What follows belongs to an exercise in optimizing a design on an open flow for small area; a production flow would make more cautious choices. Where RTL was checked, it was by simulation tests only, not by an equivalence proof against the original. Only the layout flow was run in run 1; the RTL was not checked for function there. Power is estimated from default activity; no workload was simulated.

`flow/flow/run.sh`:
```
#!/bin/bash
# Own layout flow: the standard ORFS flow (standard.sh) with two changes.
#  1. ABC maps the combinational logic with an area-oriented script
#     (flow/abc_area.script, picked by ABC_AREA 1); registers are untouched.
#  2. Port buffers use sky130_fd_sc_hd__buf_1 rather than the flow's default
#     choice (clkdlybuf4s50_1); every port still gets its buffer.
# Each step's full output stays in orfs/logs/ (ORFS writes one log per step);
# make's own output goes to flow_make.log here.
set -euo pipefail
W=$(pwd)
rm -rf "$W/scripts"
cp -r "$FLOW_HOME/scripts" "$W/scripts"
cp "$W/flow/abc_area.script" "$W/scripts/abc_area.script"
export BUFFER_PORTS_ARGS="-buffer_cell sky130_fd_sc_hd__buf_1"
sed "s|make -C |make SCRIPTS_DIR=$W/scripts -C |" standard.sh > "$W/standard_own.sh"
bash "$W/standard_own.sh" finish > "$W/flow_make.log" 2>&1
```
`flow/flow/abc_area.script`:
```
strash
&get -n
&fraig -x
&put
dc2
dc2
strash
&get -n
&synch2
&nf -a
&put
```
`flow/standard.sh`:
```
#!/bin/bash
# synth_recipe.tcl (not shown) runs the flow's synth.tcl, then flattens the netlist and writes it again
# the make line also repeats each setting of config.mk as NAME=value (left out here)
make -C /OpenROAD-flow-scripts/flow DESIGN_CONFIG=/design/flow/config.mk WORK_HOME=/design/flow/orfs CLKGATE_MAP_FILE= SYNTH_SCRIPT=/design/flow/synth_recipe.tcl "${@:-finish}"
```
`flow/config.mk`:
```
export PLATFORM = sky130hd
export DESIGN_NAME = nmr_pulseprog_top
export DESIGN_NICKNAME = nmr_pulseprog_top
export VERILOG_FILES = /design/flow/design.v
export SDC_FILE = /design/flow/constraint.sdc
export NUM_CORES = 4
export LEC_CHECK = 0
export ABC_AREA = 1
export CAP_MARGIN = 20
export CORE_MARGIN = 2
export CORE_UTILIZATION = 40
export PLACE_DENSITY = 0.6
export SLEW_MARGIN = 20
```
`flow/constraint.sdc`:
```
create_clock -name core_clock -period 10.0 [get_ports {pulseprog_clk}]
set_input_delay 2.0000 -clock core_clock [delete_from_list [all_inputs] [get_ports {pulseprog_clk}]]
set_output_delay 2.0000 -clock core_clock [all_outputs]
set_load 0.01 [all_outputs]
```
`flow/design.v`:
```
package nmr_seq_pkg;
	typedef logic [31:0] cycle_cnt_t;	 
	typedef logic [15:0] echo_cnt_t;	 
	typedef struct packed {
		cycle_cnt_t	pulse90;			 
		cycle_cnt_t	delay_nosig;		 
		cycle_cnt_t	pulse180;			 
		cycle_cnt_t	delay_sig;			 
		cycle_cnt_t	rx_delay;			 
		cycle_cnt_t	samples_per_echo;	 
		echo_cnt_t	echoes;				 
		logic		phase_cycle;		 
		logic [14:0]	spare;			 
	} seq_param_t;
	typedef enum logic [2:0] {
		IDLE		= 3'b000,	 
		P90			= 3'b001,	 
		DLY_NOSIG	= 3'b010,	 
		P180		= 3'b101,	 
		DLY_SIG		= 3'b110	 
	} seq_state_t;
endpackage
package nmr_acq_pkg;
	typedef logic [13:0]		adc_word_t;	 
	typedef logic signed [14:0]	iq_word_t;	 
	typedef logic signed [23:0]	acc_t;		 
	typedef logic [7:0]			dec_fact_t;	 
	typedef struct packed {
		iq_word_t	dc_sub;		 
		dec_fact_t	dec_fact;	 
	} acq_param_t;
	typedef struct packed {
		acc_t	i_sum;
		acc_t	q_sum;
	} iq_sample_t;
endpackage
module param_loader
(
	input	logic						pulseprog_clk,
	input	logic						arst_n,
	input	logic						param_req,
	output	logic						param_ack,
	input	nmr_seq_pkg::seq_param_t	seq_param,
	input	nmr_acq_pkg::acq_param_t	acq_param,
	input	logic						busy_in,	 
	output	logic						load,		 
	output	logic						run_start,	 
	output	logic [31:0]				pulse180,
	output	logic [31:0]				delay_sig,
	output	logic [31:0]				rx_delay,
	output	logic [31:0]				samples,
	output	logic						phase_cycle,
	output	nmr_acq_pkg::iq_word_t		dc_sub,
	output	nmr_acq_pkg::dec_fact_t		dec_fact
);
	assign load = param_req && !param_ack && !busy_in && !run_start;
	always_ff @(posedge pulseprog_clk or negedge arst_n)
	begin
		if (!arst_n)
		begin
			param_ack <= 1'b0;
			run_start <= 1'b0;
		end
		else
		begin
			run_start <= 1'b0;
			if (load)
				param_ack <= 1'b1;
			else if (param_ack && !param_req)
			begin
				param_ack <= 1'b0;
				run_start <= 1'b1;
			end
		end
	end
	always_ff @(posedge pulseprog_clk)
	begin
		if (load)
		begin
			pulse180    <= seq_param.pulse180;
			delay_sig   <= seq_param.delay_sig;
			rx_delay    <= seq_param.rx_delay;
			samples     <= seq_param.samples_per_echo;
			phase_cycle <= seq_param.phase_cycle;
			dc_sub      <= acq_param.dc_sub;
			dec_fact    <= acq_param.dec_fact;
		end
	end
endmodule
module cpmg_sequencer
(
	input	logic						pulseprog_clk,
	input	logic						arst_n,
	input	logic						load,			 
	input	logic [31:0]				pulse90_in,		 
	input	logic [31:0]				delay_nosig_in,
	input	logic [15:0]				echoes_in,
	input	logic						run_start,
	input	logic [31:0]				pulse180,
	input	logic [31:0]				delay_sig,
	input	logic [31:0]				rx_delay,
	input	logic [31:0]				samples,
	output	logic						tx_gate,
	output	logic						rx_en,
	output	logic						busy,
	output	logic						sample_strobe,	 
	output	logic						win_first,		 
	output	logic						pair_valid,		 
	output	logic						pair_first		 
);
	nmr_seq_pkg::seq_state_t	state;
	logic [31:0]	v;			 
	logic [31:0]	w;			 
	logic [15:0]	e;			 
	logic			in_p90, in_nosig, in_p180, in_sig;
	logic			done;
	logic			last_echo;
	logic [31:0]	reload;
	assign in_p90  = (state == nmr_seq_pkg::P90);
	assign in_nosig = (state == nmr_seq_pkg::DLY_NOSIG);
	assign in_p180 = (state == nmr_seq_pkg::P180);
	assign in_sig  = (state == nmr_seq_pkg::DLY_SIG);
	assign done      = &v;
	assign last_echo = (e == 16'hfffe);
	assign reload = in_p90  ? w :
	                in_p180 ? ~delay_sig : ~pulse180;
	always_ff @(posedge pulseprog_clk)
	begin
		if (load)
		begin
			v <= ~pulse90_in;
			e <= ~echoes_in;
		end
		else
		begin
			v <= ((busy && done) ? reload : v) + {31'd0, busy || run_start};
			e <= e + {15'd0, in_sig && done};
		end
	end
	always_ff @(posedge pulseprog_clk or negedge arst_n)
	begin
		if (!arst_n)
			state <= nmr_seq_pkg::IDLE;
		else if (state == nmr_seq_pkg::IDLE)
		begin
			if (run_start)
				state <= nmr_seq_pkg::P90;
		end
		else if (done)
		begin
			unique case (state)
				nmr_seq_pkg::P90:		state <= nmr_seq_pkg::DLY_NOSIG;
				nmr_seq_pkg::DLY_NOSIG:	state <= nmr_seq_pkg::P180;
				nmr_seq_pkg::P180:		state <= nmr_seq_pkg::DLY_SIG;
				default:				state <= last_echo ? nmr_seq_pkg::IDLE : nmr_seq_pkg::P180;
			endcase
		end
	end
	assign tx_gate = in_p90 || in_p180;
	assign rx_en   = in_sig;
	assign busy    = (state != nmr_seq_pkg::IDLE);
	logic	w_open;		 
	logic	w_done;		 
	logic	w_start;
	logic	window;
	logic	spe_nz;
	assign spe_nz  = |samples;
	assign w_start = in_sig && !w_open && !w_done && (w == 32'd0) && spe_nz;
	assign window  = w_start || (in_sig && w_open && !(&w));
	always_ff @(posedge pulseprog_clk)
	begin
		w <= (load ? ~delay_nosig_in : (in_nosig || in_p180) ? ~rx_delay : w_start ? ~samples : w)
		   + {31'd0, in_nosig || in_p180 || in_sig};
	end
	always_ff @(posedge pulseprog_clk or negedge arst_n)
	begin
		if (!arst_n)
		begin
			w_open <= 1'b0;
			w_done <= 1'b0;
		end
		else if (!in_sig)
		begin
			w_open <= 1'b0;
			w_done <= 1'b0;
		end
		else if (w_start)
			w_open <= 1'b1;
		else if (w_open && (&w))
		begin
			w_open <= 1'b0;
			w_done <= 1'b1;
		end
	end
	logic [6:0]	win_sr;
	always_ff @(posedge pulseprog_clk or negedge arst_n)
	begin
		if (!arst_n)
			win_sr <= '0;
		else
			win_sr <= {win_sr[5:0], window};
	end
	assign sample_strobe = win_sr[4];
	assign win_first     = win_sr[4] && !win_sr[5];
	assign pair_valid    = win_sr[5];
	assign pair_first    = win_sr[5] && !win_sr[6];
endmodule
module iq_demod
(
	input	logic						pulseprog_clk,
	input	logic						arst_n,
	input	logic						sample_strobe,
	input	logic						win_first,		 
	input	nmr_acq_pkg::adc_word_t		adc_data,
	input	nmr_acq_pkg::iq_word_t		dc_sub,
	input	logic						phase_cycle,	 
	output	nmr_acq_pkg::iq_word_t		mag,			 
	output	logic						odd				 
);
	nmr_acq_pkg::iq_word_t	s;			 
	logic [1:0]				phase_k;	 
	logic [1:0]				k_cur;		 
	logic					neg;
	assign s     = $signed({1'b0, adc_data}) - dc_sub;
	assign k_cur = win_first ? 2'd0 : phase_k;
	assign neg   = k_cur[1] ^ phase_cycle;	 
	assign mag   = neg ? -s : s;			 
	assign odd   = k_cur[0];
	always_ff @(posedge pulseprog_clk or negedge arst_n)
	begin
		if (!arst_n)
			phase_k <= '0;
		else if (sample_strobe)
			phase_k <= k_cur + 2'd1;
	end
endmodule
module iq_decimator
(
	input	logic						pulseprog_clk,
	input	logic						arst_n,
	input	nmr_acq_pkg::iq_word_t		mag,
	input	logic						odd,
	input	logic						sample_strobe,
	input	logic						win_first,	 
	input	logic						pair_valid,	 
	input	logic						pair_first,	 
	input	nmr_acq_pkg::dec_fact_t		dec_fact,
	input	logic						run_start,	 
	output	logic						out_req,
	input	logic						out_ack,
	output	nmr_acq_pkg::iq_sample_t	out_data,
	output	logic						overrun
);
	nmr_acq_pkg::acc_t		acc_i, acc_q;
	nmr_acq_pkg::acc_t		base_i, base_q;
	nmr_acq_pkg::acc_t		sum;
	nmr_acq_pkg::dec_fact_t	grp_cnt;
	nmr_acq_pkg::dec_fact_t	nxt_cnt;
	logic					grp_done;	 
	logic					clr;
	logic					pending;
	assign nxt_cnt  = (pair_first ? 8'd0 : grp_cnt) + {7'd0, pair_valid};
	assign grp_done = pair_valid && (nxt_cnt == dec_fact);
	assign pending  = out_req || out_ack;
	assign clr    = win_first || grp_done;
	assign base_i = clr ? nmr_acq_pkg::acc_t'(0) : acc_i;
	assign base_q = clr ? nmr_acq_pkg::acc_t'(0) : acc_q;
	assign sum    = (odd ? base_q : base_i) + nmr_acq_pkg::acc_t'(mag);
	always_ff @(posedge pulseprog_clk or negedge arst_n)
	begin
		if (!arst_n)
			grp_cnt <= '0;
		else if (run_start || grp_done)
			grp_cnt <= '0;
		else
			grp_cnt <= nxt_cnt;
	end
	always_ff @(posedge pulseprog_clk)
	begin
		acc_i <= (sample_strobe && !odd) ? sum : base_i;
		acc_q <= (sample_strobe &&  odd) ? sum : base_q;
	end
	always_ff @(posedge pulseprog_clk or negedge arst_n)
	begin
		if (!arst_n)
		begin
			out_req <= 1'b0;
			overrun <= 1'b0;
		end
		else
		begin
			if (run_start)
				overrun <= 1'b0;
			if (grp_done && pending)
				overrun <= 1'b1;			 
			if (grp_done && !pending)
				out_req <= 1'b1;
			else if (out_req && out_ack)
				out_req <= 1'b0;
		end
	end
	always_ff @(posedge pulseprog_clk)
	begin
		if (grp_done && !pending)
		begin
			out_data.i_sum <= acc_i;
			out_data.q_sum <= acc_q;
		end
	end
endmodule
module nmr_pulseprog_top
(
	input	logic						pulseprog_clk,
	input	logic						arst_n,
	input	logic						param_req,
	output	logic						param_ack,
	input	nmr_seq_pkg::seq_param_t	seq_param,
	input	nmr_acq_pkg::acq_param_t	acq_param,
	input	nmr_acq_pkg::adc_word_t		adc_data,
	output	logic						tx_gate,
	output	logic						rx_en,
	output	logic						busy,
	output	logic						out_req,
	input	logic						out_ack,
	output	nmr_acq_pkg::iq_sample_t	out_data,
	output	logic						overrun
);
	logic						load;
	logic						run_start;
	logic [31:0]				pulse180, delay_sig, rx_delay, samples;
	logic						phase_cycle;
	nmr_acq_pkg::iq_word_t		dc_sub;
	nmr_acq_pkg::dec_fact_t		dec_fact;
	logic						sample_strobe, win_first, pair_valid, pair_first;
	nmr_acq_pkg::iq_word_t		mag;
	logic						odd;
	param_loader u_param_loader
	(
		.pulseprog_clk	(pulseprog_clk),
		.arst_n			(arst_n),
		.param_req		(param_req),
		.param_ack		(param_ack),
		.seq_param		(seq_param),
		.acq_param		(acq_param),
		.busy_in		(busy),
		.load			(load),
		.run_start		(run_start),
		.pulse180		(pulse180),
		.delay_sig		(delay_sig),
		.rx_delay		(rx_delay),
		.samples		(samples),
		.phase_cycle	(phase_cycle),
		.dc_sub			(dc_sub),
		.dec_fact		(dec_fact)
	);
	cpmg_sequencer u_cpmg_sequencer
	(
		.pulseprog_clk	(pulseprog_clk),
		.arst_n			(arst_n),
		.load			(load),
		.pulse90_in		(seq_param.pulse90),
		.delay_nosig_in	(seq_param.delay_nosig),
		.echoes_in		(seq_param.echoes),
		.run_start		(run_start),
		.pulse180		(pulse180),
		.delay_sig		(delay_sig),
		.rx_delay		(rx_delay),
		.samples		(samples),
		.tx_gate		(tx_gate),
		.rx_en			(rx_en),
		.busy			(busy),
		.sample_strobe	(sample_strobe),
		.win_first		(win_first),
		.pair_valid		(pair_valid),
		.pair_first		(pair_first)
	);
	iq_demod u_iq_demod
	(
		.pulseprog_clk	(pulseprog_clk),
		.arst_n			(arst_n),
		.sample_strobe	(sample_strobe),
		.win_first		(win_first),
		.adc_data		(adc_data),
		.dc_sub			(dc_sub),
		.phase_cycle	(phase_cycle),
		.mag			(mag),
		.odd			(odd)
	);
	iq_decimator u_iq_decimator
	(
		.pulseprog_clk	(pulseprog_clk),
		.arst_n			(arst_n),
		.mag			(mag),
		.odd			(odd),
		.sample_strobe	(sample_strobe),
		.win_first		(win_first),
		.pair_valid		(pair_valid),
		.pair_first		(pair_first),
		.dec_fact		(dec_fact),
		.run_start		(run_start),
		.out_req		(out_req),
		.out_ack		(out_ack),
		.out_data		(out_data),
		.overrun		(overrun)
	);
endmodule
```
==> results of run 1 <==
-- synthesized netlist by cell type (9+ instances only) --
cell type,number,area (µm²)
clkinv_1,74,278
o22ai_1,16,100
xnor2_1,89,780
nor4_1,26,163
nand2_1,159,597
a211oi_1,12,90.1
edfxtp_1,200,6010
nand2b_1,10,62.6
nor2_1,91,342
o21bai_1,9,67.6
dfxtp_1,128,2560
o21ai_0,185,926
xor2_1,35,307
and2_0,9,56.3
and3_1,11,68.8
a21oi_1,131,656
nor3_1,29,145
dfrtp_1,26,651
or3_1,13,81.3
ha_1,46,576
nand4_1,32,200
nand3_1,66,330
nor2b_1,10,62.6
-- cells by family after synthesis --
group,Yosys count
buffers and inverters,74
AOI/OAI and AO/OA,401
DFF,354
adders and majority gates,48
xor gates and xnor gates,124
muxes,1
and+or+nand+nor,471
-- metal layers --
layer  wire (µm)  GRT usage [%]
met1       17800           25.6
met2       19900           34.4
met3        2640           4.80
met4        1060           6.38
met5          57              0
-- sequential cells by signal (all words and copies together), names as in the netlist, 15 cells and up --
signal,cells
u_cpmg_sequencer.w,32
u_cpmg_sequencer.v,32
u_iq_decimator.acc_q,24
u_iq_decimator.out_data,48
u_iq_decimator.acc_i,24
u_param_loader.samples,32
u_param_loader.rx_delay,32
u_param_loader.pulse180,32
u_param_loader.dc_sub,15
u_param_loader.delay_sig,32
u_cpmg_sequencer.e,16
-- worst min-delay path by stage --
| stage | to | cells past startpoint | slack [ns] | start |
|---|---|---|---|---|
| finish | u_cpmg_sequencer.win_sr[4] | 0 | 0.34 | u_cpmg_sequencer.win_sr[3] |
| CTS | u_cpmg_sequencer.win_sr[4] | 0 | 0.34 | u_cpmg_sequencer.win_sr[3] |
| global route | u_cpmg_sequencer.win_sr[4] | 0 | 0.34 | u_cpmg_sequencer.win_sr[3] |
| detailed placement | u_cpmg_sequencer.win_sr[4] | 0 | 0.33 | u_cpmg_sequencer.win_sr[3] |
| global placement | u_cpmg_sequencer.win_sr[3] | 0 | 0.34 | u_cpmg_sequencer.win_sr[2] |
| floorplan | u_cpmg_sequencer.win_sr[1] | 0 | 0.33 | u_cpmg_sequencer.win_sr[0] |
-- worst max-delay path: cells and delay by family, from the launching register on --
kind / cells / cell delay, ns
simple gates: 8 / 2.08
xor+xnor: 3 / 0.45
flops: 1 / 0.45
compound gates: 25 / 4.16
fa+ha+maj: 3 / 0.58
-- power breakdown --
group	switching (mW)	internal [mW]	leakage, nW
Combinational	0.663	0.437	3.04
Clock	0.609	0.782	0.606
Sequential	0.196	1.81	3.22
-- cell type report --
| class | count | area share (%) |
|---|---|---|
| flip-flops and latches | 354 | 48.9 |
| multi-input cells | 1045 | 32.8 |
| repair buffers | 318 | 6.64 |
| clock buffers | 53 | 5.84 |
| well taps | 518 | 3.44 |
| inverters | 74 | 1.50 |
| clock inverters | 21 | 0.744 |
| diodes | 6 | 0.0797 |
-- stage by stage --
| step | instances | util, % | instance area, µm² | total power, mW | setup slack (ns) |
|---|---|---|---|---|---|
| after floorplan | 1473 | - | 15700 | 2.78 | 1.04 |
| after global placement | 2309 | 45.5 | 17600 | 3.10 | 2.06 |
| after detailed placement | 2309 | 45.5 | 17600 | 3.13 | 2.00 |
| after CTS | 2383 | 48.7 | 18800 | 4.54 | 2.03 |
| after global routing | 2384 | 48.7 | 18800 | 4.78 | 1.14 |
| final | 2389 | 48.8 | 18800 | 4.49 | 2.14 |
==> impl_metrics.env, run 1 <==
export IMPL_status="timing/DRC/antenna clean"
export IMPL_fin_setup_tns_ns=0
export IMPL_cts_setup_buffers=0
export IMPL_synth_xor_area_share_pct=6.94
export IMPL_wl_um=41500
export IMPL_dr_pass1_iters=7
export IMPL_powerDensity_mw_per_mm2=238
export IMPL_synthArstFlopShare_pct=7.34
export IMPL_slew_headroom_pct=41.3
export IMPL_fin_nets=2146
export IMPL_io_buffer_count=303
export IMPL_grt_pass1_vias=11900
export IMPL_rsz0062_at_grt="no"
export IMPL_synth_enable_flop_cells=200
export IMPL_grt_pass1_wl_um=64200
export IMPL_multi_input_area_mm2=0.00619
export IMPL_start_kind="register"
export IMPL_io_pins=319
export IMPL_r2r_end="u_iq_decimator.acc_i[23]"
export IMPL_fp_row_count=72
export IMPL_ant_nets=0
export IMPL_cp_arrival_ns=8.28
export IMPL_overflow=0
export IMPL_ys_warn_count=4
export IMPL_start_util_pct=40.5
export IMPL_setup_viol_count_final=0
export IMPL_worstMarginPinSlew_ns=0.874
export IMPL_seqCellArea_mm2=0.00922
export IMPL_path_max_fanout=44
export IMPL_path_common_cell="a21oi_1"
export IMPL_cts_hold_fix_buffers=0
export IMPL_synthMuxAreaShare_pct=0.0719
export IMPL_clkLatencyLatePin_ns=0.57
export IMPL_clk_pin_slew_ns=0.06
export IMPL_gp_congestion=0.848
export IMPL_layout_commonest_cell="buf_1"
export IMPL_cts_tree="yes"
export IMPL_drtIter0Drc=622
export IMPL_cp_slowest_stage_delay_ns=0.54
export IMPL_antenna_found_initial=8
export IMPL_crit_slowest_cell="and2_2"
export IMPL_cts_max_level=2
export IMPL_postCtsResizedCells=0
export IMPL_cp_end_kind="register"
export IMPL_place_hpwl_um=30700
export IMPL_fp_dieH_um=202
export IMPL_cts_root_buf="clkbuf_16"
export IMPL_worstPathRequired_ns=10.41
export IMPL_cts_made_buffers=40
export IMPL_final_cell_mix="302 x buf_1, 200 x edfxtp_1, 184 x o21ai_0"
export IMPL_syn_to_final_growth_pct=20.4
export IMPL_synth_top_family_by_area="compound AO/OA/AOI/OAI gates"
export IMPL_syn_num_nets=1786
export IMPL_synth_seq_cells=354
export IMPL_synthCells=1473
export IMPL_layout_worst_path_cycle_share_pct=78.6
export IMPL_core_mm2=0.0386
export IMPL_yosys_area_share_adder_pct=3.93
export IMPL_drv_slew=0
export IMPL_worstSetupStartpoint="u_cpmg_sequencer.win_sr[5]"
export IMPL_vias_per_cell=5.10
export IMPL_nFillCells=3620
export IMPL_drc=0
export IMPL_r2r_setup_slack_ns=2.14
export IMPL_synthSimpleGateAreaFrac_pct=14.2
export IMPL_worstHoldPathType="register to register"
export IMPL_yosys_most_used_dff="edfxtp_1"
export IMPL_syn_cell_area_mm2=0.0157
export IMPL_holdWs_ns=0.337
export IMPL_cap_violations=0
export IMPL_critPathKind="register to register"
export IMPL_ys_seq_area_share_pct=58.9
export IMPL_syn_area_per_cell_um2=10.6
export IMPL_hold_violations=0
export IMPL_die_w_um=202
export IMPL_die_area_mm2=0.0407
export IMPL_fmax_mhz=127
export IMPL_clock_path_buffers=3
export IMPL_cts_sinks=354
export IMPL_finClkSkew_ns=0.0195
export IMPL_detail_route_wl_per_cell_um=17.4
export IMPL_vias=12200
export IMPL_grt_max_degree=83
export IMPL_cp_endpoint="u_iq_decimator.acc_i[23]"
export IMPL_r2r_cells=39
export IMPL_synth_compound_area_share_pct=14.2
export IMPL_p_leak_nw=6.87
export IMPL_max_vdd_ir_drop_v=0.000156
export IMPL_yosysUniqueCellTypes=39
export IMPL_grt_usage_pct=20.3
export IMPL_period_minus_slack_ns=7.86
export IMPL_drive_above_1_share_pct=4.56
export IMPL_r2r_start="u_cpmg_sequencer.win_sr[5]"
==> run 2, diff against run 1 <==
--- a/flow/design.v
+++ b/flow/design.v
@@ -113,29 +113,30 @@
 	logic [31:0]	w;			 
 	logic [15:0]	e;			 
 	logic			in_p90, in_nosig, in_p180, in_sig;
+	logic			v_end, w_end;
 	logic			done;
 	logic			last_echo;
-	logic [31:0]	reload;
-	assign in_p90  = (state == nmr_seq_pkg::P90);
+	assign in_p90   = (state == nmr_seq_pkg::P90);
 	assign in_nosig = (state == nmr_seq_pkg::DLY_NOSIG);
-	assign in_p180 = (state == nmr_seq_pkg::P180);
-	assign in_sig  = (state == nmr_seq_pkg::DLY_SIG);
-	assign done      = &v;
+	assign in_p180  = (state == nmr_seq_pkg::P180);
+	assign in_sig   = (state == nmr_seq_pkg::DLY_SIG);
+	assign v_end     = &v;
+	assign w_end     = &w;
+	assign done      = in_nosig ? w_end : v_end;
 	assign last_echo = (e == 16'hfffe);
-	assign reload = in_p90  ? w :
-	                in_p180 ? ~delay_sig : ~pulse180;
+	logic	w_open;		 
+	logic	w_done;		 
+	logic	w_start;
+	logic	window;
+	assign w_start = in_sig && !w_open && !w_done && w_end && (|samples);
+	assign window  = w_start || (in_sig && w_open && !w_end);
 	always_ff @(posedge pulseprog_clk)
 	begin
-		if (load)
-		begin
-			v <= ~pulse90_in;
-			e <= ~echoes_in;
-		end
-		else
-		begin
-			v <= ((busy && done) ? reload : v) + {31'd0, busy || run_start};
-			e <= e + {15'd0, in_sig && done};
-		end
+		v <= (load ? ~pulse90_in : (busy && done) ? (in_p180 ? ~delay_sig : ~pulse180) : v)
+		   + {31'd0, busy || run_start};
+		w <= (load ? ~delay_nosig_in : in_p180 ? ~rx_delay : w_start ? ~samples : w)
+		   + {31'd0, in_nosig || in_sig || (in_p90 && v_end)};
+		e <= (load ? ~echoes_in : e) + {15'd0, in_sig && done};
 	end
 	always_ff @(posedge pulseprog_clk or negedge arst_n)
 	begin
@@ -159,34 +160,16 @@
 	assign tx_gate = in_p90 || in_p180;
 	assign rx_en   = in_sig;
 	assign busy    = (state != nmr_seq_pkg::IDLE);
-	logic	w_open;		 
-	logic	w_done;		 
-	logic	w_start;
-	logic	window;
-	logic	spe_nz;
-	assign spe_nz  = |samples;
-	assign w_start = in_sig && !w_open && !w_done && (w == 32'd0) && spe_nz;
-	assign window  = w_start || (in_sig && w_open && !(&w));
 	always_ff @(posedge pulseprog_clk)
 	begin
-		w <= (load ? ~delay_nosig_in : (in_nosig || in_p180) ? ~rx_delay : w_start ? ~samples : w)
-		   + {31'd0, in_nosig || in_p180 || in_sig};
-	end
-	always_ff @(posedge pulseprog_clk or negedge arst_n)
-	begin
-		if (!arst_n)
-		begin
-			w_open <= 1'b0;
-			w_done <= 1'b0;
-		end
-		else if (!in_sig)
+		if (!in_sig)
 		begin
 			w_open <= 1'b0;
 			w_done <= 1'b0;
 		end
 		else if (w_start)
 			w_open <= 1'b1;
-		else if (w_open && (&w))
+		else if (w_open && w_end)
 		begin
 			w_open <= 1'b0;
 			w_done <= 1'b1;
@@ -217,20 +200,16 @@
 	output	nmr_acq_pkg::iq_word_t		mag,			 
 	output	logic						odd				 
 );
-	nmr_acq_pkg::iq_word_t	s;			 
 	logic [1:0]				phase_k;	 
 	logic [1:0]				k_cur;		 
 	logic					neg;
-	assign s     = $signed({1'b0, adc_data}) - dc_sub;
 	assign k_cur = win_first ? 2'd0 : phase_k;
 	assign neg   = k_cur[1] ^ phase_cycle;	 
-	assign mag   = neg ? -s : s;			 
+	assign mag   = ({1'b0, adc_data} ^ {15{neg}}) + (dc_sub ^ {15{!neg}}) + 15'd1;
 	assign odd   = k_cur[0];
-	always_ff @(posedge pulseprog_clk or negedge arst_n)
+	always_ff @(posedge pulseprog_clk)
 	begin
-		if (!arst_n)
-			phase_k <= '0;
-		else if (sample_strobe)
+		if (sample_strobe)
 			phase_k <= k_cur + 2'd1;
 	end
 endmodule
@@ -266,11 +245,9 @@
 	assign base_i = clr ? nmr_acq_pkg::acc_t'(0) : acc_i;
 	assign base_q = clr ? nmr_acq_pkg::acc_t'(0) : acc_q;
 	assign sum    = (odd ? base_q : base_i) + nmr_acq_pkg::acc_t'(mag);
-	always_ff @(posedge pulseprog_clk or negedge arst_n)
+	always_ff @(posedge pulseprog_clk)
 	begin
-		if (!arst_n)
-			grp_cnt <= '0;
-		else if (run_start || grp_done)
+		if (run_start || grp_done)
 			grp_cnt <= '0;
 		else
 			grp_cnt <= nxt_cnt;
==> flow/flow/abc_area.script (replaced) <==
strash
&get -n
&fraig -x
&put
dc2
dc2
strash
&get -n
&dch -f
&nf -p -a -R 100 -F 8 -A 8
&put
--- a/flow/config.mk
+++ b/flow/config.mk
@@ -8,6 +8,9 @@
 export ABC_AREA = 1
 export CAP_MARGIN = 20
 export CORE_MARGIN = 2
-export CORE_UTILIZATION = 40
-export PLACE_DENSITY = 0.6
+export CORE_UTILIZATION = 55
+export CTS_BUF_LIST = sky130_fd_sc_hd__clkbuf_16
+export CTS_CLUSTER_DIAMETER = 100
+export CTS_CLUSTER_SIZE = 25
+export PLACE_DENSITY = 0.7
 export SLEW_MARGIN = 20
==> run 2 against run 1 <==
Net effect: still clean on timing, DRC and antenna; synthesized cell count down 6.2%; sequential cell count unchanged; first-iteration DRC count up 47%; critical path depth unchanged; cell count down 13%; setup slack better by 0.16 ns; routed wire length down 20%; register-to-register slack better by 0.16 ns; critical endpoint is now u_iq_decimator.acc_q[22]; largest cell class unchanged; largest power group unchanged.
==> impl_metrics.env, run 2 <==
export IMPL_status="timing/DRC/antenna clean"
export IMPL_layout_worst_path_cycle_share_pct=77.1
export IMPL_vias=11600
export IMPL_holdPathEnd="u_cpmg_sequencer.win_sr[3]"
export IMPL_start_util_pct=56.2
export IMPL_period_minus_slack_ns=7.71
export IMPL_syn_to_final_growth_pct=14.7
export IMPL_gp_congestion=0.868
export IMPL_place_hpwl_um=23900
export IMPL_worstHoldPathType="register to register"
export IMPL_start_kind="register"
export IMPL_final_cell_mix="303 x buf_1, 202 x edfxtp_1, 168 x a21oi_1"
export IMPL_io_pins=319
export IMPL_cp_buffers_inverters=2
export IMPL_worstMarginPinSlew_ns=1.03
export IMPL_setup_viol_count_final=0
export IMPL_r2r_start="u_cpmg_sequencer.win_sr[5]"
export IMPL_powerDensity_mw_per_mm2=220
export IMPL_yosys_most_used_dff="edfxtp_1"
export IMPL_synth_top_area_share_pct=39.9
export IMPL_synth_seq_cells=354
export IMPL_syn_area_per_cell_um2=11.0
export IMPL_ant_nets=0
export IMPL_cts_tree="yes"
export IMPL_antenna_found_initial=6
export IMPL_cp_slowest_stage_delay_ns=0.66
export IMPL_crit_slowest_cell="and2_2"
export IMPL_cp_end_kind="register"
export IMPL_worstPathRequired_ns=10.39
export IMPL_p_comb_share_pct=28.8
export IMPL_finClkSkew_ns=0.0233
export IMPL_cp_arrival_ns=8.10
export IMPL_layout_cells_non_filler=2073
export IMPL_yosysUniqueCellTypes=42
export IMPL_dp_cells=2038
export IMPL_hold_violations=0
export IMPL_io_buffer_count=303
export IMPL_path_common_cell="a21oi_1"
export IMPL_clkLatencyLatePin_ns=0.53
export IMPL_critPathKind="register to register"
export IMPL_syn_cell_area_mm2=0.0152
export IMPL_drive_above_1_share_pct=2.31
export IMPL_switching_share_pct=33.5
export IMPL_die_w_um=170
export IMPL_core_mm2=0.0270
export IMPL_preCtsSetupSlack_ns=2.25
export IMPL_detail_route_wl_per_cell_um=16.0
export IMPL_hp_start="u_cpmg_sequencer.win_sr[2]"
export IMPL_die_area_mm2=0.0290
export IMPL_grt_pass1_vias=10800
export IMPL_critical_path_top_delay_family="compound AO/OA/AOI/OAI gates"
export IMPL_vias_per_cell=5.61
export IMPL_drv_slew=0
export IMPL_grt_max_degree=160
export IMPL_power_net_switching_mw=1.28
export IMPL_dr_pass1_iters=5
export IMPL_grt_pass1_wl_um=52100
export IMPL_nFillCells=2192
export IMPL_p_leak_nw=6.30
export IMPL_pwr_share_clk_pct=21.1
export IMPL_drc=0
export IMPL_fmax_mhz=130
export IMPL_cts_hold_fix_buffers=0
export IMPL_top_register="u_iq_decimator.out_data"
export IMPL_path_max_fanout=39
export IMPL_synth_most_common_cell="edfxtp_1"
export IMPL_slew_headroom_pct=30.5
export IMPL_pwr_share_seq_pct=50.2
export IMPL_overflow=0
export IMPL_fin_nets=2015
export IMPL_largest_reg_flops=48
export IMPL_intPower_mw=2.55
export IMPL_cts_root_buf="clkbuf_16"
export IMPL_layout_commonest_cell="buf_1"
export IMPL_hold_depth=0
export IMPL_yosys_area_top_type="edfxtp_1"
export IMPL_synth_area_leaders="edfxtp_1 40%, dfxtp_1 18%, a21oi_1 5.5%"
export IMPL_fp_row_count=60
export IMPL_r2r_end="u_iq_decimator.acc_q[22]"
export IMPL_synthCells=1382
export IMPL_ys_seq_area_share_pct=60.4
export IMPL_cts_max_level=1
export IMPL_max_vdd_ir_drop_v=0.000164
export IMPL_synth_enable_flop_cells=202
export IMPL_fin_ws_ns=2.29
export IMPL_fin_setup_tns_ns=0
export IMPL_fp_dieH_um=170
export IMPL_rsz0062_at_grt="no"
export IMPL_cts_made_buffers=18
export IMPL_drtIter0Drc=913
export IMPL_cap_violations=0
export IMPL_cts_setup_buffers=0
export IMPL_grt_usage_pct=22.5
export IMPL_r2r_setup_slack_ns=2.29
export IMPL_r2r_cells=39
export IMPL_ys_warn_count=4
export IMPL_synthArstFlopShare_pct=3.95
export IMPL_clk_pin_slew_ns=0.09
export IMPL_wl_um=33100
export IMPL_clock_path_buffers=3
export IMPL_syn_num_nets=1680
export IMPL_cts_sinks=354
export IMPL_postCtsResizedCells=0
export IMPL_synth_common_cells="202 x edfxtp_1, 168 x a21oi_1, 148 x o21ai_0"
[run 2: cell count changes in the layout (fill, tap and decap cells not counted), moves of 19 or more]
| cell | change |
|---|---|
| o21ai_0 | -36 |
| nand2_1 | -51 |
| a21oi_1 | +37 |
| and3_1 | +20 |
| a211oi_1 | +19 |
| a31oi_1 | +31 |
| xnor2_1 | -26 |
| clkinv_1 | -55 |
| clkbuf_16 | -21 |
| a21o_1 | +26 |
[run 2: power by group through the flow]
stage	Clock, mW	Combinational, mW	Sequential [mW]
after floorplan	0	0.848	1.90
after global placement	0	1.06	1.94
after detailed placement	0	1.09	1.95
after CTS	0.828	1.10	1.92
after global routing	0.877	1.26	1.94
final	0.807	1.10	1.92
[run 2: worst max path at each step]
stage                                from                        to  cells past startpoint  slack, ns
6_report       u_cpmg_sequencer.win_sr[5]  u_iq_decimator.acc_q[22]                     39       2.29
2_1_floorplan                   param_req    u_cpmg_sequencer.v[31]                     19       0.69
3_3_place_gp   u_cpmg_sequencer.win_sr[5]  u_iq_decimator.acc_q[22]                     39       2.38
5_1_grt        u_cpmg_sequencer.win_sr[5]  u_iq_decimator.acc_q[22]                     39       0.95
4_1_cts        u_cpmg_sequencer.win_sr[5]  u_iq_decimator.acc_i[22]                     39       2.23
3_5_place_dp   u_cpmg_sequencer.win_sr[5]  u_iq_decimator.acc_q[22]                     39       2.25
[run 2: per-stage QoR]
step	utilization, %	hold WS, ns	power (mW)	area, µm²
3_3_place_gp	62.5	0.333	3.01	16900
3_5_place_dp	62.5	0.336	3.04	16900
2_1_floorplan	-	0.331	2.75	15200
5_1_grt	64.5	0.366	4.08	17400
4_1_cts	64.5	0.358	3.84	17400
6_report	64.5	0.357	3.83	17400
[run 2: final cells by class]
| class | count | area, µm² | area share (%) |
|---|---|---|---|
| Sequential cell | 354 | 9180 | 52.6 |
| Multi-Input combinational cell | 1005 | 5950 | 34.1 |
| Timing Repair Buffer | 315 | 1230 | 7.04 |
| Clock buffer | 19 | 475 | 2.73 |
| Tap cell | 341 | 427 | 2.45 |
| Inverter | 23 | 93.8 | 0.538 |
| Clock inverter | 13 | 75.1 | 0.431 |
| Antenna cell | 3 | 7.51 | 0.0431 |
[run 2: kinds of logic (layout without fill, tap and decap cells)]
logic type / after synthesis / count (layout) / synth area share (%)
XOR/XNOR: 86 / 86 / 4.96
AND/OR/NAND/NOR: 441 / 441 / 14.7
flip-flops: 354 / 354 / 60.4
buffers and inverters: 23 / 370 / 0.568
AO/OA/AOI/OAI: 444 / 444 / 16.5
adder cells (fa/ha/maj): 33 / 33 / 2.77
multiplexers: 1 / 1 / 0.0659
other: 0 / 3 / 0
[run 2: routing by layer]
metal | track usage (%) | wire length [µm] | vias to the layer above
met5 | 0 | 35 | -
met4 | 6.65 | 813 | 6
met3 | 3.81 | 2090 | 51
met2 | 38.5 | 15800 | 327
met1 | 29.5 | 14300 | 5340
li1 | - | - | 5907
==> run 3, diff against run 2 <==
--- a/flow/config.mk
+++ b/flow/config.mk
@@ -12,5 +12,6 @@
 export CTS_BUF_LIST = sky130_fd_sc_hd__clkbuf_16
 export CTS_CLUSTER_DIAMETER = 100
 export CTS_CLUSTER_SIZE = 25
+export GPL_TIMING_DRIVEN = 0
 export PLACE_DENSITY = 0.7
 export SLEW_MARGIN = 20
==> run 3 against run 2 <==
Net effect: still clean on timing, DRC and antenna; sequential share of layout area fell by 0.62 points; worst hold slack got worse by 0.0014 ns; non-clock buffer count rose by 2; sequential power barely moved; global-route usage rose by 0.60 points; synthesized cell count did not move; critical endpoint unchanged; largest cell class unchanged; largest power group unchanged.
==> impl_metrics.env, run 3 <==
export IMPL_slew_headroom_pct=29.3
export IMPL_io_pins=319
export IMPL_synthCells=1382
export IMPL_seqCellArea_mm2=0.00918
export IMPL_fmax_mhz=129
export IMPL_largest_reg_flops=48
export IMPL_gp_congestion=0.842
export IMPL_antenna_found_initial=8
export IMPL_cts_sinks=354
export IMPL_yosys_most_used_dff="edfxtp_1"
export IMPL_fp_dieH_um=170
export IMPL_grt_max_degree=177
export IMPL_yosysUniqueCellTypes=42
export IMPL_cts_tree="yes"
export IMPL_fin_nets=2017
export IMPL_top_register="u_iq_decimator.out_data"
export IMPL_crit_slowest_cell="dfrtp_1"
export IMPL_detail_route_wl_per_cell_um=16.3
export IMPL_critical_path_depth=40
export IMPL_clk_pin_slew_ns=0.09
export IMPL_ys_seq_area_share_pct=60.4
export IMPL_vias=11700
export IMPL_synthArstFlopShare_pct=3.95
export IMPL_cp_end_kind="register"
export IMPL_overflow=0
export IMPL_grt_pass1_vias=11100
export IMPL_worstPathRequired_ns=10.40
export IMPL_cts_max_level=1
export IMPL_cts_made_buffers=18
export IMPL_worstHoldPathType="register to register"
export IMPL_finClkSkew_ns=0.0299
export IMPL_drtIter0Drc=871
export IMPL_max_vdd_ir_drop_v=0.000172
export IMPL_grt_usage_pct=23.1
export IMPL_dr_pass1_iters=8
export IMPL_critical_path_top_delay_family="compound AO/OA/AOI/OAI gates"
export IMPL_status="timing/DRC/antenna clean"
export IMPL_cts_setup_buffers=0
export IMPL_postCtsResizedCells=0
export IMPL_powerDensity_mw_per_mm2=219
export IMPL_grt_pass1_wl_um=53700
export IMPL_fp_row_count=60
export IMPL_power_total_mw=3.86
export IMPL_die_w_um=170
export IMPL_die_area_mm2=0.0290
export IMPL_ant_nets=0
export IMPL_path_max_fanout=80
export IMPL_synth_seq_cells=354
export IMPL_path_common_cell="a21oi_1"
export IMPL_clock_path_buffers=3
export IMPL_cap_violations=0
export IMPL_synth_common_cells="202 x edfxtp_1, 168 x a21oi_1, 148 x o21ai_0"
export IMPL_layout_worst_path_cycle_share_pct=77.6
export IMPL_clkLatencyLatePin_ns=0.52
export IMPL_design_area_mm2=0.0176
export IMPL_rsz0062_at_grt="no"
export IMPL_synth_most_common_cell="edfxtp_1"
export IMPL_layout_commonest_cell="buf_1"
export IMPL_synth_enable_flop_cells=202
export IMPL_hold_violations=0
export IMPL_ys_warn_count=4
export IMPL_yosys_area_top_type="edfxtp_1"
export IMPL_cts_hold_fix_buffers=0
export IMPL_start_kind="register"
export IMPL_vias_per_cell=5.63
export IMPL_hold_depth=0
export IMPL_syn_num_nets=1680
export IMPL_critPathKind="register to register"
export IMPL_syn_area_per_cell_um2=11.0
export IMPL_cp_slowest_stage_delay_ns=0.46
export IMPL_cp_arrival_ns=8.17
export IMPL_wl_um=33800
export IMPL_place_hpwl_um=24500
export IMPL_syn_cell_area_mm2=0.0152
export IMPL_drv_slew=0
export IMPL_final_cell_mix="303 x buf_1, 202 x edfxtp_1, 168 x a21oi_1"
export IMPL_worstMarginPinSlew_ns=1.05
export IMPL_p_leak_nw=6.38
export IMPL_multi_input_area_mm2=0.00598
export IMPL_nFillCells=2230
export IMPL_setup_viol_count_final=0
export IMPL_drive_above_1_share_pct=2.60
export IMPL_period_minus_slack_ns=7.76
export IMPL_synth_area_leaders="edfxtp_1 40%, dfxtp_1 18%, a21oi_1 5.5%"
export IMPL_core_mm2=0.0270
export IMPL_synth_top_area_share_pct=39.9
export IMPL_syn_to_final_growth_pct=16.1
export IMPL_cts_root_buf="clkbuf_16"
export IMPL_placed_area_mm2=0.0171
export IMPL_drc=0
export IMPL_start_util_pct=56.2
export IMPL_cp_buffers_inverters=3
export IMPL_io_buffer_count=303
export IMPL_r2r_cells=40
## run 3: cell counts after synthesis
Identical to the previous run, type by type.
## run 3: metal layers
layer  part of all wire [%]  GRT usage [%]  wire, µm
met1                     43           30.5     14700
met3                    6.0           4.02      2030
met5                   0.14              0        46
met4                    2.6           6.47       881
met2                     48           39.4     16200
## run 3: layout make-up
| class | instances | area share [%] |
|---|---|---|
| sequential | 354 | 52.0 |
| multi-input combinational | 1005 | 33.9 |
| timing repair buffer | 317 | 7.94 |
| clock buffer | 19 | 2.69 |
| tap | 341 | 2.42 |
| inverter | 23 | 0.560 |
| clock inverter | 13 | 0.425 |
| antenna | 5 | 0.0709 |
## run 3: kinds of logic after synthesis
family | synth area share (%)
xor gates and xnor gates | 4.96
DFF | 60.4
buffers and inverters | 0.568
muxes | 0.0659
adders and majority gates | 2.77
AOI/OAI and AO/OA | 16.5
and+or+nand+nor | 14.7
## run 3: metrics by stage
| stage | TNS [ns] | util (%) | setup WS [ns] | instances | hold slack, ns |
|---|---|---|---|---|---|
| floorplan | 0 | - | 0.691 | 1382 | 0.331 |
| global placement | -38.14 | 62.0 | -1.93 | 2026 | 0.333 |
| detailed placement | 0 | 63.2 | 2.24 | 2040 | 0.335 |
| CTS | 0 | 65.3 | 2.20 | 2072 | 0.358 |
| global route | 0 | 65.3 | 1.10 | 2076 | 0.359 |
| finish | 0 | 65.3 | 2.24 | 2077 | 0.355 |
## run 3: path summary, 6_finish.rpt
check | to | slack (ns) | startpoint
max in group asynchronous | u_cpmg_sequencer.state[1] | 7.94 | arst_n
min | u_cpmg_sequencer.win_sr[4] | 0.36 | u_cpmg_sequencer.win_sr[3]
max reg2reg | u_iq_decimator.acc_q[22] | 2.24 | u_cpmg_sequencer.win_sr[5]
min reg2reg | u_cpmg_sequencer.win_sr[4] | 0.36 | u_cpmg_sequencer.win_sr[3]
min in group asynchronous | u_iq_decimator.out_req | 1.54 | arst_n
max | u_iq_decimator.acc_q[22] | 2.24 | u_cpmg_sequencer.win_sr[5]
## run 3: report_power, final
group          internal [mW]  switching [mW]
Sequential              1.77           0.150
Combinational          0.442           0.692
Clock                  0.353           0.455
Total                   2.57            1.30
==> run 4, diff against run 3 <==
--- a/flow/config.mk
+++ b/flow/config.mk
@@ -8,10 +8,9 @@
 export ABC_AREA = 1
 export CAP_MARGIN = 20
 export CORE_MARGIN = 2
-export CORE_UTILIZATION = 55
+export CORE_UTILIZATION = 70
 export CTS_BUF_LIST = sky130_fd_sc_hd__clkbuf_16
 export CTS_CLUSTER_DIAMETER = 100
 export CTS_CLUSTER_SIZE = 25
-export GPL_TIMING_DRIVEN = 0
-export PLACE_DENSITY = 0.7
+export PLACE_DENSITY = 0.8
 export SLEW_MARGIN = 20
==> run 4 against run 3 <==
Net effect: still clean; via count up 2.8%; combinational power about the same; sequential share of layout area up 0.84 points; die area down 21%; first-iteration DRC count down 18%; critical path type unchanged.
==> impl_metrics.env, run 4 <==
export IMPL_overflow=0
export IMPL_clkLatencyLatePin_ns=0.52
export IMPL_antenna_found_initial=4
export IMPL_cts_setup_buffers=0
export IMPL_synthArstFlopShare_pct=3.95
export IMPL_synth_top_area_share_pct=39.9
export IMPL_critPathKind="register to register"
export IMPL_final_cell_mix="303 x buf_1, 202 x edfxtp_1, 168 x a21oi_1"
export IMPL_switching_share_pct=33.9
export IMPL_cts_max_level=1
export IMPL_syn_area_per_cell_um2=11.0
export IMPL_cts_tree="yes"
export IMPL_place_hpwl_um=24700
export IMPL_layout_worst_path_cycle_share_pct=83.6
export IMPL_clock_path_buffers=3
export IMPL_yosysUniqueCellTypes=42
export IMPL_io_pins=319
export IMPL_fp_dieH_um=151
export IMPL_grt_max_degree=119
export IMPL_synth_seq_cells=354
export IMPL_crit_slowest_cell="and2_2"
export IMPL_power_net_switching_mw=1.31
export IMPL_vias_per_cell=5.98
export IMPL_p_comb_share_pct=29.4
export IMPL_period_minus_slack_ns=8.36
export IMPL_synthCells=1382
export IMPL_worstMarginPinSlew_ns=1.01
export IMPL_drv_slew=0
export IMPL_core_mm2=0.0212
export IMPL_grt_usage_pct=30.3
export IMPL_worstPathRequired_ns=10.38
export IMPL_syn_cell_area_mm2=0.0152
export IMPL_cp_slowest_stage_delay_ns=0.76
export IMPL_vias=12000
export IMPL_cts_made_buffers=18
export IMPL_postCtsResizedCells=0
export IMPL_cap_violations=0
export IMPL_worstSetupStartpoint="u_cpmg_sequencer.win_sr[5]"
export IMPL_dr_pass1_iters=5
export IMPL_cp_arrival_ns=8.73
export IMPL_fp_row_count=53
export IMPL_grt_pass1_vias=11400
export IMPL_ys_seq_area_share_pct=60.4
export IMPL_detail_route_wl_per_cell_um=17.3
export IMPL_die_area_mm2=0.0229
export IMPL_die_w_um=151
export IMPL_layout_cells_non_filler=2010
export IMPL_grt_pass1_wl_um=54600
export IMPL_drive_above_1_share_pct=2.37
export IMPL_drtIter0Drc=710
export IMPL_fin_nets=2016
export IMPL_synth_enable_flop_cells=202
export IMPL_synth_most_common_cell="edfxtp_1"
export IMPL_hp_start="u_cpmg_sequencer.win_sr[0]"
export IMPL_path_max_fanout=47
export IMPL_gp_congestion=0.851
export IMPL_fin_setup_tns_ns=0
export IMPL_powerDensity_mw_per_mm2=222
export IMPL_max_vdd_ir_drop_v=0.000191
export IMPL_ant_nets=0
export IMPL_largest_reg_flops=48
export IMPL_rsz0062_at_grt="no"
export IMPL_drc=0
export IMPL_pwr_share_clk_pct=20.7
export IMPL_power_total_mw=3.86
export IMPL_ys_warn_count=4
export IMPL_clk_pin_slew_ns=0.10
export IMPL_wl_um=34800
export IMPL_top_register="u_iq_decimator.out_data"
export IMPL_cts_sinks=354
export IMPL_slew_headroom_pct=32.4
export IMPL_syn_to_final_growth_pct=14.3
export IMPL_path_common_cell="a21oi_1"
export IMPL_cts_hold_fix_buffers=0
export IMPL_dp_cells=1973
export IMPL_cp_end_kind="register"
export IMPL_start_util_pct=71.8
export IMPL_start_kind="register"
export IMPL_layout_commonest_cell="buf_1"
export IMPL_setup_viol_count_final=0
export IMPL_synth_common_cells="202 x edfxtp_1, 168 x a21oi_1, 148 x o21ai_0"
export IMPL_yosys_most_used_dff="edfxtp_1"
export IMPL_hold_violations=0
export IMPL_worstHoldPathType="register to register"
export IMPL_intPower_mw=2.55
export IMPL_io_buffer_count=303
export IMPL_pwr_share_seq_pct=49.9
export IMPL_syn_num_nets=1680
export IMPL_fmax_mhz=120
export IMPL_holdWs_ns=0.353
export IMPL_nFillCells=1333
export IMPL_r2r_start="u_cpmg_sequencer.win_sr[5]"
export IMPL_cts_root_buf="clkbuf_16"
export IMPL_yosys_area_top_type="edfxtp_1"
export IMPL_status="timing/DRC/antenna clean"
export IMPL_synth_area_leaders="edfxtp_1 40%, dfxtp_1 18%, a21oi_1 5.5%"
export IMPL_finClkSkew_ns=0.0227
export IMPL_p_leak_nw=6.30
==> run 4: cell count changes in the layout (fill, tap and decap cells not counted), sizes merged <==
| cell | delta |
|---|---|
| buf | -1 |
| clkinv | -1 |
| inv | +1 |
==> run 4: critical path, delay by kind of cell (launching register included) <==
family | cells | cell delay, ns
AO/OA/AOI/OAI | 21 | 3.78
buffers and inverters | 2 | 0.15
adder cells (fa/ha/maj) | 4 | 1.02
flip-flops | 1 | 0.44
XOR/XNOR | 3 | 0.48
AND/OR/NAND/NOR | 9 | 2.31
==> run 4: kinds of logic (layout without fill, tap and decap cells) <==
kind of cell    Yosys count  in the layout  synth area share (%)
simple gates            441            441                  14.7
xor+xnor                 86             86                  4.96
flops                   354            354                  60.4
fa+ha+maj                33             33                  2.77
compound gates          444            444                  16.5
other cells               0              5                     0
mux                       1              1                0.0659
buf+inv                  23            371                 0.568
==> run 4: final timing paths <==
path                                              endpoint  cells after the start  slack [ns]
worst min register to register  u_cpmg_sequencer.win_sr[1]                      0        0.35
worst min-delay path            u_cpmg_sequencer.win_sr[1]                      0        0.35
worst max register to register    u_iq_decimator.acc_q[22]                     39        1.64
max in group asynchronous        u_cpmg_sequencer.state[0]                      1        7.94
worst max-delay path              u_iq_decimator.acc_q[22]                     39        1.64
min in group asynchronous           u_iq_decimator.out_req                      1        1.55
==> run 4: final cells by class <==
type                            count  area [µm²]  area share (%)
Sequential cell                   354        9180            52.8
Multi-Input combinational cell   1005        5950            34.3
Timing Repair Buffer              316        1230            7.11
Clock buffer                       19         475            2.74
Tap cell                          275         344            1.98
Inverter                           23        93.8           0.540
Clock inverter                     13        75.1           0.432
Antenna cell                        5        12.5          0.0720
==> run 4: per-layer routing <==
metal | GRT usage (%) | share of wire, % | vias to the layer above
met1 | 38.6 | 39 | 5533
met5 | 0 | 0 | -
met4 | 11.1 | 3.3 | 0
li1 | - | - | 5906
met3 | 4.64 | 8.1 | 79
met2 | 52.8 | 50 | 506
==> run 4: per-stage QoR <==
stage | instance area (µm²) | worst slack (ns) | util (%)
final | 17400 | 1.64 | 82.1
after CTS | 17400 | 1.68 | 82.0
after detailed placement | 16800 | 1.79 | 79.4
after floorplan | 15200 | 0.691 | -
after global routing | 17400 | 0.595 | 82.1
after global placement | 16800 | 2.31 | 79.4
==> run 4: power by group through the flow <==
stage	registers [mW]	clock network, mW	logic, mW
6_report	1.93	0.799	1.13
5_1_grt	1.94	0.860	1.29
4_1_cts	1.92	0.806	1.12
3_5_place_dp	1.95	0	1.10
3_3_place_gp	1.94	0	1.05
2_1_floorplan	1.90	0	0.848
==> run 5, diff against run 4 <==
==> flow/flow/abc_area.script (replaced) <==
strash
&get -n
&fraig -x
&put
dc2
dc2
strash
&get -n
&synch2
&nf -a
&put
--- a/flow/config.mk
+++ b/flow/config.mk
@@ -8,9 +8,9 @@
 export ABC_AREA = 1
 export CAP_MARGIN = 20
 export CORE_MARGIN = 2
-export CORE_UTILIZATION = 70
+export CORE_UTILIZATION = 40
 export CTS_BUF_LIST = sky130_fd_sc_hd__clkbuf_16
 export CTS_CLUSTER_DIAMETER = 100
 export CTS_CLUSTER_SIZE = 25
-export PLACE_DENSITY = 0.8
+export PLACE_DENSITY = 0.6
 export SLEW_MARGIN = 20
==> run 5 against run 4 <==
Net effect: global-route usage fell by 13 points; clock-buffer cell count is the same; critical path depth is 1 lower; synthesized area grew 2.3%.
==> impl_metrics.env, run 5 <==
export IMPL_status="timing/DRC/antenna clean"
export IMPL_worstPathRequired_ns=10.39
export IMPL_drv_slew=0
export IMPL_yosysUniqueCellTypes=44
export IMPL_powerDensity_mw_per_mm2=191
export IMPL_ant_nets=0
export IMPL_setup_viol_count_final=0
export IMPL_io_buffer_count=303
export IMPL_fp_row_count=72
export IMPL_syn_area_per_cell_um2=10.9
export IMPL_vias_per_cell=5.03
export IMPL_grt_max_degree=107
export IMPL_drc=0
export IMPL_p_leak_nw=6.71
export IMPL_start_kind="register"
export IMPL_path_common_cell="a21oi_1"
export IMPL_start_util_pct=40.4
export IMPL_cts_setup_buffers=0
export IMPL_syn_cell_area_mm2=0.0155
export IMPL_rsz0062_at_grt="no"
export IMPL_path_max_fanout=44
export IMPL_slew_headroom_pct=32.5
export IMPL_clkLatencyLatePin_ns=0.53
export IMPL_design_area_mm2=0.0180
export IMPL_cp_end_kind="register"
export IMPL_cp_arrival_ns=8.17
export IMPL_clk_pin_slew_ns=0.11
export IMPL_power_total_mw=3.44
export IMPL_cts_hold_fix_buffers=0
export IMPL_clock_path_buffers=3
export IMPL_top_register="u_iq_decimator.out_data"
export IMPL_cts_tree="yes"
export IMPL_grt_pass1_vias=11100
export IMPL_synthCells=1425
export IMPL_detail_route_wl_per_cell_um=15.5
export IMPL_cts_sinks=354
export IMPL_cap_violations=0
export IMPL_drtIter0Drc=544
export IMPL_ys_seq_area_share_pct=59.1
export IMPL_die_w_um=201
export IMPL_period_minus_slack_ns=7.78
export IMPL_largest_reg_flops=48
export IMPL_fin_setup_tns_ns=0
export IMPL_fmax_mhz=129
export IMPL_cts_made_buffers=18
export IMPL_drive_above_1_share_pct=2.43
export IMPL_yosys_area_top_type="edfxtp_1"
export IMPL_synth_enable_flop_cells=202
export IMPL_wl_um=35600
export IMPL_ys_warn_count=4
export IMPL_preCtsSetupSlack_ns=2.17
export IMPL_overflow=0
export IMPL_vias=11500
export IMPL_final_cell_mix="303 x buf_1, 202 x edfxtp_1, 151 x o21ai_0"
export IMPL_syn_num_nets=1723
export IMPL_antenna_found_initial=5
export IMPL_cts_max_level=1
export IMPL_synth_area_leaders="edfxtp_1 39%, dfxtp_1 18%, o21ai_0 4.9%"
export IMPL_dr_pass1_iters=5
export IMPL_synth_most_common_cell="edfxtp_1"
export IMPL_fp_dieH_um=201
export IMPL_worstHoldPathType="register to register"
export IMPL_syn_to_final_growth_pct=15.9
export IMPL_postCtsResizedCells=0
export IMPL_synth_common_cells="202 x edfxtp_1, 151 x o21ai_0, 145 x nand2_1"
export IMPL_gp_congestion=0.808
export IMPL_fin_nets=2058
export IMPL_cts_root_buf="clkbuf_16"
export IMPL_die_area_mm2=0.0404
export IMPL_finClkSkew_ns=0.0196
export IMPL_cp_slowest_stage_delay_ns=0.56
export IMPL_io_pins=319
export IMPL_crit_slowest_cell="and2_2"
export IMPL_synth_seq_cells=354
export IMPL_placed_area_mm2=0.0175
export IMPL_layout_worst_path_cycle_share_pct=77.8
export IMPL_fin_ws_ns=2.22
export IMPL_hold_violations=0
export IMPL_max_vdd_ir_drop_v=0.000163
export IMPL_core_mm2=0.0385
export IMPL_grt_pass1_wl_um=57000
export IMPL_place_hpwl_um=26600
export IMPL_grt_usage_pct=17.3
export IMPL_synthArstFlopShare_pct=3.95
export IMPL_critPathKind="register to register"
export IMPL_yosys_most_used_dff="edfxtp_1"
export IMPL_worstMarginPinSlew_ns=1.01
export IMPL_synth_top_area_share_pct=39.0
export IMPL_layout_commonest_cell="buf_1"
run 5: cell types whose count changed after synthesis, moves of 9 or more:
cell,before,now
nand3b_1,13,4
xor2_1,23,61
a31oi_1,35,6
clkinv_1,23,50
nand2_1,110,145
and3_1,31,13
nor2b_1,22,35
a21o_1,34,13
or3_1,1,12
mux2i_1,1,40
a21oi_1,168,144
nor2_1,74,59
run 5: through the flow:
| step | hold WS [ns] | std cells | util (%) |
|---|---|---|---|
| after floorplan | 0.331 | 1425 | - |
| after global placement | 0.341 | 2258 | 45.4 |
| after detailed placement | 0.335 | 2258 | 45.4 |
| after CTS | 0.351 | 2290 | 46.8 |
| after global routing | 0.366 | 2290 | 46.8 |
| final | 0.349 | 2293 | 46.8 |
run 5: report_power, final:
group	internal, mW	switching [mW]
sequential	1.73	0.146
clock	0.351	0.462
combinational	0.327	0.421
run 5: kinds of logic (layout without fill, tap and decap cells):
logic type,count (synthesis),count (layout),share of synthesized area [%]
AOI/OAI and AO/OA,361,361,12.7
xor gates and xnor gates,124,124,6.99
adders and majority gates,33,33,2.70
buffers and inverters,50,397,1.21
DFF,354,354,59.1
muxes,44,44,2.87
other,0,3,0
and+or+nand+nor,459,459,14.5
run 5: routing by layer:
| layer | wire (µm) | global-route usage (%) |
|---|---|---|
| met3 | 1940 | 3.08 |
| met2 | 17500 | 30.4 |
| met5 | 44 | 0 |
| met1 | 15500 | 22.5 |
| met4 | 505 | 3.31 |
run 5: worst max-delay path, delay by kind of cell (launching register included):
family                     cells  cell delay (ns)
and+or+nand+nor                7             2.04
DFF                            1             0.46
AOI/OAI and AO/OA             25             4.11
xor gates and xnor gates       3             0.44
adders and majority gates      3             0.57
run 5: worst paths after layout:
check,startpoint,endpoint,slack (ns),depth (start not counted)
setup / recovery,u_cpmg_sequencer.win_sr[5],u_iq_decimator.acc_i[23],2.22,38
hold reg to reg,u_cpmg_sequencer.win_sr[3],u_cpmg_sequencer.win_sr[4],0.35,0
hold / removal,u_cpmg_sequencer.win_sr[3],u_cpmg_sequencer.win_sr[4],0.35,0
max in group asynchronous,arst_n,u_cpmg_sequencer.win_sr[0],7.90,1
setup reg to reg,u_cpmg_sequencer.win_sr[5],u_iq_decimator.acc_i[23],2.22,38
min in group asynchronous,arst_n,u_cpmg_sequencer.win_sr[5],1.55,1
run 5: cell type report:
class | count | area (µm²)
clock buffer | 19 | 475
tap | 518 | 648
multi-input combinational | 1021 | 6210
sequential | 354 | 9180
clock inverter | 13 | 63.8
inverter | 50 | 195
fill | 3644 | 20500
antenna | 3 | 7.51
timing repair buffer | 315 | 1230

static timing again, ports no longer ideal:
How much do the figures lean on ideal ports? The routed layouts below were timed once more, with nothing changed but the port constraints. Step 1 (the two cells are an assumption about what drives the block):
set clk [get_ports {pulseprog_clk}]
set_driving_cell -lib_cell sky130_fd_sc_hd__clkbuf_16 $clk
set_driving_cell -lib_cell sky130_fd_sc_hd__buf_2 [delete_from_list [all_inputs] $clk]
Step 2 times the ports against the registers' clock, not the clock port: input delays grow and output delays shrink by t, the midpoint of the rising clock arrivals with the driver on. Three values: ideal, step 1, step 2; two values: the first two.
run	t, ns	setup slack, ns	worst hold slack (ns)	worst setup path at the end	clock arrival spread, ns
run 1	0.615	2.136 / 2.136 / 2.014	0.337 / 0.337 / 0.337	input to register	0.021 / 0.021
run 2	0.570	2.294 / 2.294 / 2.294	0.357 / 0.357 / 0.357	register to register	0.027 / 0.027
run 3	0.560	2.236 / 2.236 / 2.236	0.355 / 0.355 / 0.355	register to register	0.030 / 0.030
run 4	0.553	1.645 / 1.645 / 1.645	0.353 / 0.353 / 0.353	register to register	0.023 / 0.023
run 5	0.576	2.222 / 2.222 / 2.222	0.349 / 0.349 / 0.349	register to register	0.022 / 0.022
After both steps every run listed still meets setup and hold. The setup slack of run 1, which loses most, moves by 0.000 ns with the drivers and by -0.122 ns with both steps.
